From an optimization exercise on the open Yosys and OpenROAD flow, aimed at small area and a short achievable clock period; shortcuts taken in it are not production practice. Function was checked by simulation only, so behaviour that the tests miss may differ from the original.

v46:
Design imu_fp, start of the top module:
module imu_fp (
  input  logic        clk,
  input  logic        rst,
  input  logic [31:0] value,
  input  logic [31:0] row,
  output logic [31:0] data
);
Settings: LEC_CHECK=0, ABC_AREA=1, CAP_MARGIN=20, CORE_MARGIN=2, CORE_UTILIZATION=60, CTS_BUF_LIST=sky130_fd_sc_hd__clkbuf_4 sky130_fd_sc_hd__clkbuf_8, SETUP_SLACK_MARGIN=4.5, SLEW_MARGIN=20, SYNTH_HIERARCHICAL=1; clock period 13.0 ns.
standard.sh (not shown) runs the stock make flow with config.mk's settings and CLKGATE_MAP_FILE= SYNTH_SCRIPT=/design/flow/synth_recipe.tcl, a recipe that flattens the netlist after the stock synthesis.
==> flow/flow/run.sh <==
#!/bin/bash
# The standard layout (the standard.sh, unchanged), with the port
# buffers that global placement inserts made plain buffers (buf_2) instead of
# the library's default pick, a delay cell.
set -euo pipefail
export BUFFER_PORTS_ARGS="-buffer_cell sky130_fd_sc_hd__buf_2"
bash standard.sh finish > standard_flow.log 2>&1
Changes in v23 relative to v46:
# v46
export LEC_CHECK = 0
export ABC_AREA = 1
export CAP_MARGIN = 20
export CORE_MARGIN = 2
export CORE_UTILIZATION = 60
export CTS_BUF_LIST = sky130_fd_sc_hd__clkbuf_4 sky130_fd_sc_hd__clkbuf_8
export SETUP_SLACK_MARGIN = 4.5
export SLEW_MARGIN = 20
export SYNTH_HIERARCHICAL = 1
create_clock -name core_clock -period 13.0 [get_ports {clk}]
# v23
export LEC_CHECK = 0
export ABC_AREA = 1
export CAP_MARGIN = 20
export CORE_MARGIN = 2
export CORE_UTILIZATION = 60
export CTS_BUF_LIST = sky130_fd_sc_hd__clkbuf_4 sky130_fd_sc_hd__clkbuf_8
export GPL_TIMING_DRIVEN = 0
export SETUP_SLACK_MARGIN = 4
export SLEW_MARGIN = 20
export SYNTH_HIERARCHICAL = 1
create_clock -name core_clock -period 13.0 [get_ports {clk}]
==> comparison <==
The non-clock buffer count in v23 sits about 50% above the value recorded for v46.
Maximum net fanout on the critical path ends up higher on v46.
Setup changes, v23 to v9
# v23
export LEC_CHECK = 0
export ABC_AREA = 1
export CAP_MARGIN = 20
export CORE_MARGIN = 2
export CORE_UTILIZATION = 60
export CTS_BUF_LIST = sky130_fd_sc_hd__clkbuf_4 sky130_fd_sc_hd__clkbuf_8
export GPL_TIMING_DRIVEN = 0
export SETUP_SLACK_MARGIN = 4
export SLEW_MARGIN = 20
export SYNTH_HIERARCHICAL = 1
create_clock -name core_clock -period 13.0 [get_ports {clk}]
# v9
export LEC_CHECK = 0
export ABC_AREA = 1
export CAP_MARGIN = 20
export CORE_MARGIN = 2
export CORE_UTILIZATION = 60
export CTS_BUF_LIST = sky130_fd_sc_hd__clkbuf_4 sky130_fd_sc_hd__clkbuf_8
export SETUP_SLACK_MARGIN = 4
export SLEW_MARGIN = 20
export SYNTH_HIERARCHICAL = 1
create_clock -name core_clock -period 13.0 [get_ports {clk}]
==> comparison <==
- As far as synthesized cell count goes, v23 and v9 are indistinguishable; the numbers are identical.
- Diff v9..v23 | clock buffer and inverter area fraction after layout | negligible
- v23 has higher routed wire length than v9.
- Comparing v23 and v9, core utilization is lower on v9.
[inputs] v5 vs v9
# v9
export LEC_CHECK = 0
export ABC_AREA = 1
export CAP_MARGIN = 20
export CORE_MARGIN = 2
export CORE_UTILIZATION = 60
export CTS_BUF_LIST = sky130_fd_sc_hd__clkbuf_4 sky130_fd_sc_hd__clkbuf_8
export SETUP_SLACK_MARGIN = 4
export SLEW_MARGIN = 20
export SYNTH_HIERARCHICAL = 1
create_clock -name core_clock -period 13.0 [get_ports {clk}]
# v5
export LEC_CHECK = 0
export ABC_AREA = 1
export CAP_MARGIN = 20
export CORE_MARGIN = 2
export CORE_UTILIZATION = 60
export CTS_BUF_LIST = sky130_fd_sc_hd__clkbuf_4 sky130_fd_sc_hd__clkbuf_8
export SETUP_SLACK_MARGIN = 3.5
export SLEW_MARGIN = 20
export SYNTH_HIERARCHICAL = 1
create_clock -name core_clock -period 13.0 [get_ports {clk}]
==> summary.txt <==
- The flow did not stop early for v5: all stages ran, and the layout cleared the timing, design-rule and antenna checks.
- Compared with v9, detailed route wirelength on metal2 in v5 decreased slightly.
- Re design area: v5 and v9 aren't equal, and the higher value belongs to v9.
- Proportion of layout cells with a drive suffix above 1 was lower in the run labelled v5.

## static timing again, ports no longer ideal
The flow's constraints put no driver on any port. The routed layouts listed below were extracted and timed again, unchanged, in two steps. Step 1 (the two cells are an assumption about what drives the block):
set clk [get_ports {clk}]
set_driving_cell -lib_cell sky130_fd_sc_hd__clkbuf_16 $clk
set_driving_cell -lib_cell sky130_fd_sc_hd__buf_2 [delete_from_list [all_inputs] $clk]
Step 2 moves the port delays by t, midway between the first and last clock arrival at a register: inputs arrive t later, outputs are due t later. That takes back most of the time a late clock gives input paths. a / b / c = no drivers / after step 1 / after step 2; a / b = the first two.
run | t, ns | setup WS [ns] | latest minus earliest clock arrival (ns)
v46 | 0.325 | 4.600 / 4.450 / 4.125 | 0.008 / 0.008
v23 | 0.335 | 4.139 / 4.149 / 3.814 | 0.014 / 0.013
v9 | 0.324 | 4.270 / 4.225 / 3.901 | 0.009 / 0.009
v5 | 0.325 | 3.811 / 3.791 / 3.467 | 0.008 / 0.009
After both steps setup and hold are still met in every run listed. The setup slack of v46, which loses most, moves by -0.150 ns with the drivers and by -0.475 ns with both steps.
